This is an optimization exercise on Yosys and OpenROAD, whose aim is a short achievable clock period and few clock cycles, not a production implementation.
Function was checked by simulation only, so behaviour that the tests miss may differ from the original.
The flow treats the clock pin as an ideal source, which a real chip does not have.
No activity file was given, so power comes from the tool's default toggle rates.

// mips
module mips (
    input  logic        clk,
    input  logic        rstN,
    output logic [31:0] instrAddr,
    input  logic [31:0] instrData,
    output logic [31:0] dataAddr,
    output logic [31:0] dataWdata,
    output logic        dataWe,
    input  logic [31:0] dataRdata,
    output logic        wbWe,
    output logic [4:0]  wbAddr,
    output logic [31:0] wbData,
    output logic [31:0] wbPc
);
    function automatic logic [31:0] ksAdd(input logic [31:0] x, input logic [31:0] y,
                                          input logic cin);
        logic [31:0] g, p, gg, pp, ng, np;
        g = x & y;
        p = x ^ y;
        gg = g;
        gg[0] = g[0] | (p[0] & cin);
        pp = p;
        for (int s = 1; s < 32; s = s * 2) begin
            ng = gg;
            np = pp;
            for (int i = s; i < 32; i++) begin
                ng[i] = gg[i] | (pp[i] & gg[i-s]);
                np[i] = pp[i] & pp[i-s];
            end
            gg = ng;
            pp = np;
        end
        ksAdd = p ^ {gg[30:0], cin};
    endfunction
    logic [31:0]  pc;
    logic         stall;                 
    logic         rValid;
    logic [31:0]  rInstr, rPc, rPc4, rPc8;
    logic [8:0]   rLo8, rMid0, rMid1;
    logic [31:18] rHiP, rHiM;
    logic [31:1]  rRsSel, rRtSel;        
    logic         rIsR, rIsOri, rIsLui, rIsLw, rIsSw, rIsBeq, rWr, rUseRs, rUseRt;
    logic         rPredT, rTake;
    logic         rSelAdd, rSelSub, rSelAnd, rSelOr, rSelSlt;
    logic [4:0]   rDest;                 
    logic         rWHitA, rWHitB;        
    logic         dValid;
    logic [31:0]  dPc, dImmVal, dAlt, dRfA, dRfB;
    logic         dIsR, dIsLw, dIsSw, dIsBeq, dWr, dPredT, dImmB;
    logic         dSelAdd, dSelSub, dSelAnd, dSelOr, dSelSlt;
    logic [4:0]   dDest, dRs, dRt;
    logic         dWHitA, dWHitB;        
    logic [3:0]   dSa, dSb, dSs;
    logic [4:0]   dFa, dFb;
    logic         dFs;
    logic         dSsLd;                 
    logic         eValid, eWr, eIsLw, eIsSw;
    logic         eMisEq, eMisNe;        
  ...
For scale: roughly 7500 cells after synthesis, ~230 I/O pins, about 0.088 mm^2 of cells after synthesis.
Settings: LEC_CHECK=0, ABC_CLOCK_PERIOD_IN_PS=2000, CAP_MARGIN=20, CORE_MARGIN=2, CORE_UTILIZATION=50, CTS_CLUSTER_DIAMETER=100, CTS_CLUSTER_SIZE=25, SLEW_MARGIN=20, SYNTH_HIERARCHICAL=1, SYNTH_MINIMUM_KEEP_SIZE=0; clock period 8.0 ns.
standard.sh (not shown) runs the stock make flow with config.mk's settings and CLKGATE_MAP_FILE= SYNTH_SCRIPT=/design/flow/synth_recipe.tcl, a recipe that flattens the netlist after the stock synthesis.
==> flow/flow/run.sh <==
#!/bin/bash
# The standard layout (standard.sh) with these changes:
# - synthesis: Yosys's full/half-adder extraction is off, and ABC maps the
#   logic with the delay-oriented script flow/fast.abc instead of ORFS's
#   abc_speed.script, without a222oi (no size above _1) and without the
#   slow wide or/and/nor gates and the 5-input aoi/oai gates.
#   Flip-flops are mapped before ABC runs, so registers,
#   their names and their cells are those of the standard synthesis.
# - the port buffers are buf_8 cells rather than the delay cells that
#   buffer_ports picks by default;
# - timing repair aims for 5.5 ns of setup slack;
# - after CTS, flow/cts_post.tcl (with flow/retree.tcl) keeps CTS's leaf
#   clock buffers and drives them from 4 quadrant buffers that the clock port
#   feeds directly.
set -euo pipefail
W=$PWD
sed 's#^  log_cmd abc {\*}\$abc_args#  set abc_args [lreplace $abc_args 1 1 '"$W"'/flow/fast.abc]\n  foreach c {a222oi_1 or3_1 or3_2 or3_4 or3b_1 or3b_2 or3b_4 or4_1 or4_2 or4_4 or4b_1 or4b_2 or4b_4 or4bb_1 or4bb_2 or4bb_4 and4_1 and4_2 and4_4 and4b_1 and4b_2 and4b_4 and4bb_1 and4bb_2 and4bb_4 nor4_1 nor4_2 nor4_4 nor4b_1 nor4b_2 nor4b_4 nor4bb_1 nor4bb_2 nor4bb_4 a2111o_1 a2111o_2 a2111o_4 o2111a_1 o2111a_2 o2111a_4 a2111oi_0 a2111oi_1 a2111oi_2 a2111oi_4 o2111ai_1 o2111ai_2 o2111ai_4} { lappend abc_args -dont_use sky130_fd_sc_hd__$c }\n&#' \
    "$FLOW_HOME/scripts/synth.tcl" > "$W/synth_core.tcl"
grep -q "flow/fast.abc" "$W/synth_core.tcl"
sed "s#\$::env(SCRIPTS_DIR)/synth.tcl#$W/synth_core.tcl#" "$W/synth_recipe.tcl" > "$W/synth_fast.tcl"
sed "s#SYNTH_SCRIPT=[^ ]*#SYNTH_SCRIPT=$W/synth_fast.tcl SETUP_SLACK_MARGIN=5.5#" "$W/standard.sh" > "$W/standard_fast.sh"
grep -q "synth_fast.tcl" "$W/standard_fast.sh"
export ADDER_MAP_FILE=
export POST_CTS_TCL="$W/flow/cts_post.tcl"
export BUFFER_PORTS_ARGS="-buffer_cell sky130_fd_sc_hd__buf_8"
bash "$W/standard_fast.sh" finish > "$W/flow.log" 2>&1
==> flow/flow/retree.tcl <==
# Rebuild the top of the clock tree that CTS made: keep CTS's leaf buffers
# (those that drive flip-flops), drop the buffers above them, and drive the
# leaves from 4 clkbuf_16, one per quadrant of the leaves, which the clock
# port drives directly.
proc retree_is_buf {inst} {
  return [string match "sky130_fd_sc_hd__clkbuf_*" [[$inst getMaster] getName]]
}
proc retree_clock {} {
  set block [ord::get_db_block]
  set clkNet [$block findNet clk]
  set front [list $clkNet]
  set inner {}
  set leaves {}
  set dummies {}
  set seen 0
  while {[llength $front]} {
    set nxt {}
    foreach net $front {
      foreach it [$net getITerms] {
        if {[$it getIoType] ne "INPUT"} continue
        set inst [$it getInst]
        if {![retree_is_buf $inst]} {
          if {$net == $clkNet} { puts "retree: clock port drives [$inst getName] directly"; return 0 }
          continue
        }
        set out [[$inst findITerm X] getNet]
        if {$out == "NULL"} {
          # a dummy load CTS added for balance
          lappend dummies [list $inst $net]
          continue
        }
        set flops 0
        foreach o [$out getITerms] {
          if {[$o getInst] == $inst} continue
          if {![retree_is_buf [$o getInst]]} { incr flops }
        }
        if {$flops} { lappend leaves $inst } else { lappend inner $inst }
        lappend nxt $out
      }
    }
    set front $nxt
    if {[incr seen] > 20} { puts "retree: too deep"; return 0 }
  }
  puts "retree: [llength $inner] inner buffers, [llength $leaves] leaves"
  if {[llength $leaves] < 8} { return 0 }
  # quadrants around the median leaf
  set xs {}; set ys {}
  foreach l $leaves {
    set b [$l getBBox]
    lappend xs [expr {([$b xMin]+[$b xMax])/2}]
    lappend ys [expr {([$b yMin]+[$b yMax])/2}]
  }
  set sx [lsort -integer $xs]; set sy [lsort -integer $ys]
  set mx [lindex $sx [expr {[llength $sx]/2}]]; set my [lindex $sy [expr {[llength $sy]/2}]]
  for {set q 0} {$q < 4} {incr q} { set grp($q) {}; set gx($q) 0; set gy($q) 0 }
  foreach l $leaves x $xs y $ys {
    set q [expr {($x >= $mx ? 1 : 0) + ($y >= $my ? 2 : 0)}]
    lappend grp($q) $l
    set gx($q) [expr {$gx($q)+$x}]; set gy($q) [expr {$gy($q)+$y}]
  }
  # every leaf's input and every buffer fed by a leaf come loose
  foreach l $leaves {
    [$l findITerm A] disconnect
  }
  # dummy loads on the nets that go away go too
  set innerNets {}
  foreach b $inner { lappend innerNets [[$b findITerm X] getNet] }
  foreach d $dummies {
    lassign $d inst net
    if {$net == $clkNet || [lsearch -exact $innerNets $net] >= 0} { odb::dbInst_destroy $inst }
  }
  # remove the inner buffers and their nets
  foreach b $inner {
    set out [[$b findITerm X] getNet]
    odb::dbInst_destroy $b
    if {$out != "NULL" && [llength [$out getITerms]] == 0} { odb::dbNet_destroy $out }
  }
  set master [[ord::get_db] findMaster sky130_fd_sc_hd__clkbuf_16]
  for {set q 0} {$q < 4} {incr q} {
    set n [llength $grp($q)]
    if {$n == 0} continue
    set b [odb::dbInst_create $block $master "clkroot_q$q"]
    set net [odb::dbNet_create $block "clk_q$q"]
    $net setSigType CLOCK
    [$b findITerm A] connect $clkNet
    [$b findITerm X] connect $net
    foreach l $grp($q) { [$l findITerm A] connect $net }
    $b setLocation [expr {$gx($q)/$n}] [expr {$gy($q)/$n}]
    $b setPlacementStatus PLACED
    puts "retree: quadrant $q: $n leaves"
  }
  return 1
}
Other scripts of this flow, unchanged in this note and not shown: flow/flow/cts_post.tcl, flow/flow/fast.abc
The first run produced a clean layout.
Testbench counts at the start, summed over its fixed seeds: cycles 22,219.
Next try:
--- a/flow/flow/run.sh
+++ b/flow/flow/run.sh
@@ -11,0 +12,2 @@
+# - after global placement, flow/place_post.tcl puts the flip-flops that
+#   only drive an output port next to that port's buffer;
@@ -24,0 +27 @@
+export POST_GLOBAL_PLACE_TCL="$W/flow/place_post.tcl"
==> flow/flow/place_post.tcl (new file) <==
# Runs at the end of ORFS's global placement (POST_GLOBAL_PLACE_TCL): put
# each flip-flop that drives only an output port's buffer (and is not on a
# tight input path) right beside that buffer, so the wire to the port is
# short. Detailed placement legalizes them afterwards.
set block [ord::get_db_block]
set moved 0
foreach bt [$block getBTerms] {
  if {[$bt getIoType] ne "OUTPUT"} continue
  set net [$bt getNet]
  if {$net == "NULL"} continue
  set drv ""
  foreach it [$net getITerms] { if {[$it isOutputSignal]} { set drv [$it getInst] } }
  if {$drv == "" || ![string match "*buf*" [[$drv getMaster] getName]]} continue
  set in [[$drv findITerm A] getNet]
  if {$in == "NULL"} continue
  set ff ""
  set loads 0
  foreach it [$in getITerms] {
    if {[$it isOutputSignal]} { set ff [$it getInst] } else { incr loads }
  }
  if {$ff == "" || $loads != 1} continue
  set fname [$ff getName]
  if {![string match "*DFF*" $fname]} continue
  if {[string match "pcOut*" $fname] || [string match "mAddr*" $fname]} continue
  set b [$drv getBBox]
  $ff setLocation [$b xMin] [$b yMin]
  incr moved
}
puts "place_post: moved $moved output flip-flops beside their port buffers"
--- a/flow/flow/retree.tcl
+++ b/flow/flow/retree.tcl
@@ -3,2 +3,2 @@
-# leaves from 4 clkbuf_16, one per quadrant of the leaves, which the clock
-# port drives directly.
+# leaves from 4 buf_16, one per quadrant of the leaves, which the clock port
+# drives directly.
@@ -78 +78 @@
-  set master [[ord::get_db] findMaster sky130_fd_sc_hd__clkbuf_16]
+  set master [[ord::get_db] findMaster sky130_fd_sc_hd__buf_16]
Routed wire length is about the same.
First-iteration DRC count goes down by 1.7%.
Final cell count fell by about 0.35%.
Design area barely changes.
Critical path depth stays the same.
Die area is unchanged.
Synthesized area does not change.
Sequential power hardly moves.
Total power hardly moves.

## separate check: timing with driven ports
Ports are ideal in the flow. The routed layouts listed here were re-timed in OpenROAD. Step 1: set_driving_cell puts a clkbuf_16 on clk and a buf_2 on each other input, an assumption about the parent block. Step 2 moves the port delays by t, midway between the first and last clock arrival at a register: inputs arrive t later, outputs are due t later. That takes back most of the time a late clock gives input paths. Slacks: ideal ports / drivers / drivers and shift; pairs: ideal ports / drivers.
run	t, ns	slack for setup (ns)	worst hold slack (ns)	worst setup path at the end	clock arrival spread, ns
the first run	0.819	5.221 / 5.025 / 4.780	0.293 / 0.294 / 0.294	input to register	0.080 / 0.080
the second run	0.821	5.255 / 5.045 / 4.829	0.253 / 0.253 / 0.253	input to register	0.098 / 0.097
After both steps setup and hold are still met in every run listed. For the first run, which loses most, drivers alone change the setup slack by -0.196 ns; drivers and shift together by -0.441 ns.
